Background: an optimization exercise with open tools, aiming at small area. Do not read the settings as production practice. At most, simulation tests tie the RTL to the original design; equivalence was not proved.

==> inputs of job 976 <==
==> flow/design.v <==
module gru_fp_sequencer #(
  parameter int INPUTDIMEN = 4,
  parameter int CELLNUM    = 4,
  parameter int DATABIT    = 16,
  parameter int WDEPTH     = 16,
  parameter int TIMEOUT    = 1023,
  localparam int BW = INPUTDIMEN*CELLNUM*DATABIT,
  localparam int XW = INPUTDIMEN*DATABIT,
  localparam int AW = $clog2(WDEPTH)
) (
  input  logic              clk,
  input  logic              rst_n,
  input  logic              start,
  input  logic              reload,
  input  logic              abort,
  input  logic [7:0]        num_steps,
  output logic [AW-1:0]     w_addr,
  input  logic [6*DATABIT-1:0] w_q,
  output logic [BW-1:0]     wxr,
  output logic [BW-1:0]     wxz,
  output logic [BW-1:0]     wxh,
  output logic [BW-1:0]     whr,
  output logic [BW-1:0]     whz,
  output logic [BW-1:0]     whh,
  output logic              xt_req,
  input  logic              xt_valid,
  input  logic [XW-1:0]     xt_in,
  output logic [XW-1:0]     xt_out,
  output logic              hl_start,
  input  logic              hl_done,
  output logic              ave_start,
  output logic [7:0]        ave_t,
  output logic              head_start,
  input  logic              head_done,
  output logic              busy,
  output logic              done,
  output logic              error,
  output logic              weights_valid
);
  localparam int TW = $clog2(TIMEOUT+1);
  typedef enum logic [3:0] {
    S_IDLE, S_LOAD, S_FETCH, S_RUN, S_WAIT_HL,
    S_AVG, S_HEAD, S_WAIT_HEAD, S_DONE
  } state_t;
  state_t          r_state;
  state_t          w_next;
  logic [AW:0]     r_lcnt;
  logic [TW-1:0]   r_wd;
  logic [7:0]      r_idx;
  logic [7:0]      r_steps;
  logic            r_err;
  logic            r_wvalid;
  logic [XW-1:0]   r_xt;
  logic [BW-1:0]   r_wxr, r_wxz, r_wxh;
  logic [BW-1:0]   r_whr, r_whz, r_whh;
  logic            w_tmo;
  logic            w_hit;
  logic            w_last;
  logic            w_cap;
  logic            w_wait;
  logic            w_accept;
  assign w_hit    = (r_wd == TW'(TIMEOUT-1));
  assign w_last   = (r_lcnt == (AW+1)'(WDEPTH));
  assign w_cap    = (r_state == S_LOAD) && !abort
                    && (r_lcnt != '0);
  assign w_wait   = (r_state == S_FETCH)
                    || (r_state == S_WAIT_HL)
                    || (r_state == S_WAIT_HEAD);
  assign w_accept = (r_state == S_IDLE) && start && !abort;
  always_comb begin
    w_next = r_state;
    w_tmo  = 1'b0;
    unique case (r_state)
      S_IDLE:
        if (w_accept && num_steps != '0)
          w_next = (reload || !r_wvalid) ? S_LOAD : S_FETCH;
      S_LOAD:
        if (w_last) w_next = S_FETCH;
      S_FETCH:
        if (xt_valid) w_next = S_RUN;
        else if (w_hit) begin
          w_next = S_IDLE;
          w_tmo  = 1'b1;
        end
      S_RUN:
        w_next = S_WAIT_HL;
      S_WAIT_HL:
        if (hl_done) w_next = S_AVG;
        else if (w_hit) begin
          w_next = S_IDLE;
          w_tmo  = 1'b1;
        end
      S_AVG:
        w_next = (r_idx == r_steps) ? S_HEAD : S_FETCH;
      S_HEAD:
        w_next = S_WAIT_HEAD;
      S_WAIT_HEAD:
        if (head_done) w_next = S_DONE;
        else if (w_hit) begin
          w_next = S_IDLE;
          w_tmo  = 1'b1;
        end
      S_DONE:
        w_next = S_IDLE;
      default:
        w_next = S_IDLE;
    endcase
    if (abort) begin
      w_next = S_IDLE;
      w_tmo  = 1'b0;
    end
  end
  always_ff @(posedge clk or negedge rst_n) begin
    if (!rst_n) begin
      r_state  <= S_IDLE;
      r_lcnt   <= '0;
      r_wd     <= '0;
      r_idx    <= '0;
      r_steps  <= '0;
      r_err    <= 1'b0;
      r_wvalid <= 1'b0;
      r_xt     <= '0;
      r_wxr    <= '0;
      r_wxz    <= '0;
      r_wxh    <= '0;
      r_whr    <= '0;
      r_whz    <= '0;
      r_whh    <= '0;
    end else begin
      r_state <= w_next;
      if (w_next != r_state) r_wd <= '0;
      else if (w_wait)       r_wd <= r_wd + 1'b1;
      if (r_state == S_LOAD && w_next == S_LOAD)
        r_lcnt <= r_lcnt + 1'b1;
      else
        r_lcnt <= '0;
      if (w_cap) begin
        r_whh <= {r_whh[BW-DATABIT-1:0], w_q[0*DATABIT +: DATABIT]};
        r_whz <= {r_whz[BW-DATABIT-1:0], w_q[1*DATABIT +: DATABIT]};
        r_whr <= {r_whr[BW-DATABIT-1:0], w_q[2*DATABIT +: DATABIT]};
        r_wxh <= {r_wxh[BW-DATABIT-1:0], w_q[3*DATABIT +: DATABIT]};
        r_wxz <= {r_wxz[BW-DATABIT-1:0], w_q[4*DATABIT +: DATABIT]};
        r_wxr <= {r_wxr[BW-DATABIT-1:0], w_q[5*DATABIT +: DATABIT]};
      end
      if (r_state == S_IDLE && w_next == S_LOAD)
        r_wvalid <= 1'b0;
      else if (w_cap && w_last)
        r_wvalid <= 1'b1;
      if (w_accept) begin
        r_err   <= (num_steps == '0);
        r_steps <= num_steps;
        r_idx   <= '0;
      end else if (w_tmo) begin
        r_err <= 1'b1;
      end
      if (r_state == S_RUN && !abort)
        r_idx <= r_idx + 1'b1;
      if (r_state == S_FETCH && xt_valid && !abort)
        r_xt <= xt_in;
    end
  end
  assign w_addr = (r_state == S_LOAD && !r_lcnt[AW])
                  ? r_lcnt[AW-1:0] : '0;
  assign wxr           = r_wxr;
  assign wxz           = r_wxz;
  assign wxh           = r_wxh;
  assign whr           = r_whr;
  assign whz           = r_whz;
  assign whh           = r_whh;
  assign xt_req        = (r_state == S_FETCH);
  assign xt_out        = r_xt;
  assign hl_start      = (r_state == S_RUN) && !abort;
  assign ave_start     = (r_state == S_AVG) && !abort;
  assign ave_t         = r_idx;
  assign head_start    = (r_state == S_HEAD) && !abort;
  assign done          = (r_state == S_DONE) && !abort;
  assign busy          = (r_state != S_IDLE);
  assign error         = r_err;
  assign weights_valid = r_wvalid;
endmodule
==> flow/run.sh <==
#!/bin/bash
# synth_recipe.tcl (not shown) runs the flow's synth.tcl, then flattens the netlist and writes it again
# the make line also repeats each setting of config.mk as NAME=value (left out here)
make -C /OpenROAD-flow-scripts/flow DESIGN_CONFIG=/design/flow/config.mk WORK_HOME=/design/flow/orfs CLKGATE_MAP_FILE= SYNTH_SCRIPT=/design/flow/synth_recipe.tcl finish
==> flow/config.mk <==
export PLATFORM = sky130hd
export DESIGN_NAME = gru_fp_sequencer
export DESIGN_NICKNAME = gru_fp_sequencer
export VERILOG_FILES = /design/flow/design.v
export SDC_FILE = /design/flow/constraint.sdc
export NUM_CORES = 4
export LEC_CHECK = 0
export CAP_MARGIN = 20
export CORE_AREA = 10 10 650 650
export DIE_AREA = 0 0 660 660
export SLEW_MARGIN = 20
==> flow/constraint.sdc <==
create_clock -name core_clock -period 5.0 [get_ports {clk}]
set_input_delay 1.0000 -clock core_clock [delete_from_list [all_inputs] [get_ports {clk}]]
set_output_delay 1.0000 -clock core_clock [all_outputs]
set_load 0.01 [all_outputs]
==> inputs of job 2859, as changes to job 976 <==
--- a/flow/design.v
+++ b/flow/design.v
@@ -39,4 +39,5 @@
 );
   localparam int TW = $clog2(TIMEOUT+1);
+  localparam int CW = (TW > AW+1) ? TW : AW+1;
   typedef enum logic [3:0] {
     S_IDLE, S_LOAD, S_FETCH, S_RUN, S_WAIT_HL,
@@ -45,6 +46,5 @@
   state_t          r_state;
   state_t          w_next;
-  logic [AW:0]     r_lcnt;
-  logic [TW-1:0]   r_wd;
+  logic [CW-1:0]   r_cnt;
   logic [7:0]      r_idx;
   logic [7:0]      r_steps;
@@ -54,18 +54,12 @@
   logic [BW-1:0]   r_wxr, r_wxz, r_wxh;
   logic [BW-1:0]   r_whr, r_whz, r_whh;
-  logic            w_tmo;
-  logic            w_hit;
-  logic            w_last;
-  logic            w_cap;
-  logic            w_wait;
-  logic            w_accept;
-  assign w_hit    = (r_wd == TW'(TIMEOUT-1));
-  assign w_last   = (r_lcnt == (AW+1)'(WDEPTH));
-  assign w_cap    = (r_state == S_LOAD) && !abort
-                    && (r_lcnt != '0);
-  assign w_wait   = (r_state == S_FETCH)
-                    || (r_state == S_WAIT_HL)
+  logic w_load, w_wait, w_hit, w_last, w_accept, w_go, w_tmo;
+  assign w_load   = (r_state == S_LOAD);
+  assign w_wait   = (r_state == S_FETCH) || (r_state == S_WAIT_HL)
                     || (r_state == S_WAIT_HEAD);
+  assign w_hit    = &r_cnt[CW-1:1];
+  assign w_last   = r_cnt[AW];
   assign w_accept = (r_state == S_IDLE) && start && !abort;
+  assign w_go     = w_accept && (num_steps != '0);
   always_comb begin
     w_next = r_state;
@@ -73,6 +67,5 @@
     unique case (r_state)
       S_IDLE:
-        if (w_accept && num_steps != '0)
-          w_next = (reload || !r_wvalid) ? S_LOAD : S_FETCH;
+        if (w_go) w_next = (reload || !r_wvalid) ? S_LOAD : S_FETCH;
       S_LOAD:
         if (w_last) w_next = S_FETCH;
@@ -114,52 +107,44 @@
     if (!rst_n) begin
       r_state  <= S_IDLE;
-      r_lcnt   <= '0;
-      r_wd     <= '0;
       r_idx    <= '0;
-      r_steps  <= '0;
       r_err    <= 1'b0;
       r_wvalid <= 1'b0;
-      r_xt     <= '0;
-      r_wxr    <= '0;
-      r_wxz    <= '0;
-      r_wxh    <= '0;
-      r_whr    <= '0;
-      r_whz    <= '0;
-      r_whh    <= '0;
     end else begin
-      r_state <= w_next;
-      if (w_next != r_state) r_wd <= '0;
-      else if (w_wait)       r_wd <= r_wd + 1'b1;
-      if (r_state == S_LOAD && w_next == S_LOAD)
-        r_lcnt <= r_lcnt + 1'b1;
-      else
-        r_lcnt <= '0;
-      if (w_cap) begin
-        r_whh <= {r_whh[BW-DATABIT-1:0], w_q[0*DATABIT +: DATABIT]};
-        r_whz <= {r_whz[BW-DATABIT-1:0], w_q[1*DATABIT +: DATABIT]};
-        r_whr <= {r_whr[BW-DATABIT-1:0], w_q[2*DATABIT +: DATABIT]};
-        r_wxh <= {r_wxh[BW-DATABIT-1:0], w_q[3*DATABIT +: DATABIT]};
-        r_wxz <= {r_wxz[BW-DATABIT-1:0], w_q[4*DATABIT +: DATABIT]};
-        r_wxr <= {r_wxr[BW-DATABIT-1:0], w_q[5*DATABIT +: DATABIT]};
-      end
-      if (r_state == S_IDLE && w_next == S_LOAD)
+      r_state  <= w_next;
+      if (w_go && reload)
         r_wvalid <= 1'b0;
-      else if (w_cap && w_last)
+      else if (w_load && w_last && !abort)
         r_wvalid <= 1'b1;
       if (w_accept) begin
-        r_err   <= (num_steps == '0);
-        r_steps <= num_steps;
-        r_idx   <= '0;
-      end else if (w_tmo) begin
-        r_err <= 1'b1;
+        r_err <= (num_steps == '0);
+        r_idx <= '0;
+      end else begin
+        if (w_tmo) r_err <= 1'b1;
+        if (r_state == S_RUN && !abort) r_idx <= r_idx + 1'b1;
       end
-      if (r_state == S_RUN && !abort)
-        r_idx <= r_idx + 1'b1;
-      if (r_state == S_FETCH && xt_valid && !abort)
-        r_xt <= xt_in;
     end
   end
-  assign w_addr = (r_state == S_LOAD && !r_lcnt[AW])
-                  ? r_lcnt[AW-1:0] : '0;
+  always_ff @(posedge clk) begin
+    if (w_wait || (w_load && !w_last)) r_cnt <= r_cnt + 1'b1;
+    else                               r_cnt <= '0;
+    if (w_accept) r_steps <= num_steps;
+    if (r_state == S_FETCH && xt_valid && !abort) r_xt <= xt_in;
+  end
+  logic [BW-1:0] w_hold, w_wr;
+  for (genvar k = 0; k < WDEPTH; k++) begin : g_entry
+    assign w_wr[BW-1-DATABIT*k -: DATABIT] =
+      {DATABIT{w_load && (r_cnt[AW:0] == (AW+1)'(k+1))}};
+    assign w_hold[BW-1-DATABIT*k -: DATABIT] =
+      {DATABIT{r_wvalid || (r_cnt[AW:0] > (AW+1)'(k+1))}};
+  end
+  always_ff @(posedge clk) begin
+    r_whh <= r_whh & w_hold | {WDEPTH{w_q[0*DATABIT +: DATABIT]}} & w_wr;
+    r_whz <= r_whz & w_hold | {WDEPTH{w_q[1*DATABIT +: DATABIT]}} & w_wr;
+    r_whr <= r_whr & w_hold | {WDEPTH{w_q[2*DATABIT +: DATABIT]}} & w_wr;
+    r_wxh <= r_wxh & w_hold | {WDEPTH{w_q[3*DATABIT +: DATABIT]}} & w_wr;
+    r_wxz <= r_wxz & w_hold | {WDEPTH{w_q[4*DATABIT +: DATABIT]}} & w_wr;
+    r_wxr <= r_wxr & w_hold | {WDEPTH{w_q[5*DATABIT +: DATABIT]}} & w_wr;
+  end
+  assign w_addr        = (w_load && !r_cnt[AW]) ? r_cnt[AW-1:0] : '0;
   assign wxr           = r_wxr;
   assign wxz           = r_wxz;
==> flow/flow/run.sh (new file) <==
#!/bin/bash
set -euo pipefail
cd "$(dirname "$0")/.."
export BUFFER_PORTS_ARGS="-buffer_cell sky130_fd_sc_hd__buf_1"
export PLACE_PINS_ARGS="-min_distance 1 -min_distance_in_tracks"
export CTS_ARGS="-sink_clustering_enable -repair_clock_nets -dont_use_dummy_load -buf_list sky130_fd_sc_hd__clkbuf_4 -sink_clustering_size 10 -sink_clustering_max_diameter 50"
bash standard.sh finish > flow_make.log 2>&1
==> flow/standard.sh (new file) <==
#!/bin/bash
# synth_recipe.tcl (not shown) runs the flow's synth.tcl, then flattens the netlist and writes it again
# the make line also repeats each setting of config.mk as NAME=value (left out here)
make -C /OpenROAD-flow-scripts/flow DESIGN_CONFIG=/design/flow/config.mk WORK_HOME=/design/flow/orfs CLKGATE_MAP_FILE= SYNTH_SCRIPT=/design/flow/synth_recipe.tcl "${@:-finish}"
CORE_AREA = 5 5 315 315   (was 10 10 650 650)
DIE_AREA = 0 0 320 320   (was 0 0 660 660)
removed: flow/run.sh
==> inputs of job 947, as changes to job 976 <==
--- a/flow/design.v
+++ b/flow/design.v
@@ -39,4 +39,5 @@
 );
   localparam int TW = $clog2(TIMEOUT+1);
+  localparam int CW = (TW > AW+1) ? TW : AW+1;
   typedef enum logic [3:0] {
     S_IDLE, S_LOAD, S_FETCH, S_RUN, S_WAIT_HL,
@@ -45,6 +46,5 @@
   state_t          r_state;
   state_t          w_next;
-  logic [AW:0]     r_lcnt;
-  logic [TW-1:0]   r_wd;
+  logic [CW-1:0]   r_cnt;
   logic [7:0]      r_idx;
   logic [7:0]      r_steps;
@@ -54,18 +54,12 @@
   logic [BW-1:0]   r_wxr, r_wxz, r_wxh;
   logic [BW-1:0]   r_whr, r_whz, r_whh;
-  logic            w_tmo;
-  logic            w_hit;
-  logic            w_last;
-  logic            w_cap;
-  logic            w_wait;
-  logic            w_accept;
-  assign w_hit    = (r_wd == TW'(TIMEOUT-1));
-  assign w_last   = (r_lcnt == (AW+1)'(WDEPTH));
-  assign w_cap    = (r_state == S_LOAD) && !abort
-                    && (r_lcnt != '0);
-  assign w_wait   = (r_state == S_FETCH)
-                    || (r_state == S_WAIT_HL)
+  logic w_load, w_wait, w_hit, w_last, w_accept, w_go, w_tmo;
+  assign w_load   = (r_state == S_LOAD);
+  assign w_wait   = (r_state == S_FETCH) || (r_state == S_WAIT_HL)
                     || (r_state == S_WAIT_HEAD);
+  assign w_hit    = &r_cnt[CW-1:1];
+  assign w_last   = r_cnt[AW];
   assign w_accept = (r_state == S_IDLE) && start && !abort;
+  assign w_go     = w_accept && (num_steps != '0);
   always_comb begin
     w_next = r_state;
@@ -73,6 +67,5 @@
     unique case (r_state)
       S_IDLE:
-        if (w_accept && num_steps != '0)
-          w_next = (reload || !r_wvalid) ? S_LOAD : S_FETCH;
+        if (w_go) w_next = (reload || !r_wvalid) ? S_LOAD : S_FETCH;
       S_LOAD:
         if (w_last) w_next = S_FETCH;
@@ -114,52 +107,37 @@
     if (!rst_n) begin
       r_state  <= S_IDLE;
-      r_lcnt   <= '0;
-      r_wd     <= '0;
       r_idx    <= '0;
-      r_steps  <= '0;
       r_err    <= 1'b0;
       r_wvalid <= 1'b0;
-      r_xt     <= '0;
-      r_wxr    <= '0;
-      r_wxz    <= '0;
-      r_wxh    <= '0;
-      r_whr    <= '0;
-      r_whz    <= '0;
-      r_whh    <= '0;
     end else begin
       r_state <= w_next;
-      if (w_next != r_state) r_wd <= '0;
-      else if (w_wait)       r_wd <= r_wd + 1'b1;
-      if (r_state == S_LOAD && w_next == S_LOAD)
-        r_lcnt <= r_lcnt + 1'b1;
-      else
-        r_lcnt <= '0;
-      if (w_cap) begin
-        r_whh <= {r_whh[BW-DATABIT-1:0], w_q[0*DATABIT +: DATABIT]};
-        r_whz <= {r_whz[BW-DATABIT-1:0], w_q[1*DATABIT +: DATABIT]};
-        r_whr <= {r_whr[BW-DATABIT-1:0], w_q[2*DATABIT +: DATABIT]};
-        r_wxh <= {r_wxh[BW-DATABIT-1:0], w_q[3*DATABIT +: DATABIT]};
-        r_wxz <= {r_wxz[BW-DATABIT-1:0], w_q[4*DATABIT +: DATABIT]};
-        r_wxr <= {r_wxr[BW-DATABIT-1:0], w_q[5*DATABIT +: DATABIT]};
-      end
-      if (r_state == S_IDLE && w_next == S_LOAD)
+      if (w_go && reload)
         r_wvalid <= 1'b0;
-      else if (w_cap && w_last)
+      else if (w_load && w_last && !abort)
         r_wvalid <= 1'b1;
       if (w_accept) begin
-        r_err   <= (num_steps == '0);
-        r_steps <= num_steps;
-        r_idx   <= '0;
-      end else if (w_tmo) begin
-        r_err <= 1'b1;
+        r_err <= (num_steps == '0);
+        r_idx <= '0;
+      end else begin
+        if (w_tmo) r_err <= 1'b1;
+        if (r_state == S_RUN && !abort) r_idx <= r_idx + 1'b1;
       end
-      if (r_state == S_RUN && !abort)
-        r_idx <= r_idx + 1'b1;
-      if (r_state == S_FETCH && xt_valid && !abort)
-        r_xt <= xt_in;
     end
   end
-  assign w_addr = (r_state == S_LOAD && !r_lcnt[AW])
-                  ? r_lcnt[AW-1:0] : '0;
+  always_ff @(posedge clk) begin
+    if (w_wait || (w_load && !w_last)) r_cnt <= r_cnt + 1'b1;
+    else                               r_cnt <= '0;
+    if (w_accept) r_steps <= num_steps;
+    if (r_state == S_FETCH && xt_valid && !abort) r_xt <= xt_in;
+    if (!r_wvalid) begin
+      r_whh <= {r_whh[BW-DATABIT-1:0], w_q[0*DATABIT +: DATABIT]};
+      r_whz <= {r_whz[BW-DATABIT-1:0], w_q[1*DATABIT +: DATABIT]};
+      r_whr <= {r_whr[BW-DATABIT-1:0], w_q[2*DATABIT +: DATABIT]};
+      r_wxh <= {r_wxh[BW-DATABIT-1:0], w_q[3*DATABIT +: DATABIT]};
+      r_wxz <= {r_wxz[BW-DATABIT-1:0], w_q[4*DATABIT +: DATABIT]};
+      r_wxr <= {r_wxr[BW-DATABIT-1:0], w_q[5*DATABIT +: DATABIT]};
+    end
+  end
+  assign w_addr        = (w_load && !r_cnt[AW]) ? r_cnt[AW-1:0] : '0;
   assign wxr           = r_wxr;
   assign wxz           = r_wxz;
==> flow/flow/run.sh (new file) <==
#!/bin/bash
set -euo pipefail
cd "$(dirname "$0")/.."
export BUFFER_PORTS_ARGS="-buffer_cell sky130_fd_sc_hd__buf_1"
export PLACE_PINS_ARGS="-min_distance 1 -min_distance_in_tracks"
export CTS_ARGS="-sink_clustering_enable -repair_clock_nets -dont_use_dummy_load -buf_list {sky130_fd_sc_hd__clkbuf_4 sky130_fd_sc_hd__clkbuf_8}"
bash standard.sh finish > flow_make.log 2>&1
==> flow/standard.sh (new file) <==
#!/bin/bash
# synth_recipe.tcl (not shown) runs the flow's synth.tcl, then flattens the netlist and writes it again
# the make line also repeats each setting of config.mk as NAME=value (left out here)
make -C /OpenROAD-flow-scripts/flow DESIGN_CONFIG=/design/flow/config.mk WORK_HOME=/design/flow/orfs CLKGATE_MAP_FILE= SYNTH_SCRIPT=/design/flow/synth_recipe.tcl "${@:-finish}"
CORE_AREA = 5 5 315 315   (was 10 10 650 650)
DIE_AREA = 0 0 320 320   (was 0 0 660 660)
removed: flow/run.sh
==> notes <==
The lowest wire length belongs to job 947, the highest to job 976. First-iteration DRC count, lowest first: job 976, job 947, job 2859. The lowest register-to-register slack belongs to job 2859, the highest to job 947. Setup slack, lowest first: job 976, job 2859, job 947. Worst hold slack, highest first: job 947, job 2859, job 976. Utilization, highest first: job 947, job 2859, job 976. Job 947 completed with no timing, DRC or antenna violations. Job 2859 completed without violations. Job 976 finished with timing, DRC and antenna clean. Global-route usage: job 976 is lower than job 2859 (35 points).
Only the layout flow was run in job 2859 and job 947; the RTL was not checked for function there.

## afterwards: timing with drivers on the ports
In the flow no input, the clock included, has a driving cell. The finished layouts below were timed again as built, in two steps. Step 1 sets driving cells, clkbuf_16 on the clock port and buf_2 on the other inputs (assumed; they add their load-dependent delay and slew). Step 2 adds t to the input delays and takes it off the output delays; t is the mean of the earliest and latest rising clock arrival at the registers after step 1. Input paths then give back, and output paths get back, about the clock's delay inside the block. Slacks: ideal ports / drivers / drivers and shift; pairs: ideal ports / drivers.
run	t (ns)	setup slack, ns	pins driven straight from the clock port
job 976	0.948	0.715 / 0.621 / 0.681	1
job 2859	1.180	0.786 / 0.718 / 1.580	1
job 947	0.936	1.029 / 0.964 / 1.617	1
After both steps setup and hold are still met in every run listed. The setup slack of job 976, which loses most, moves by -0.094 ns with the drivers and by -0.034 ns with both steps.
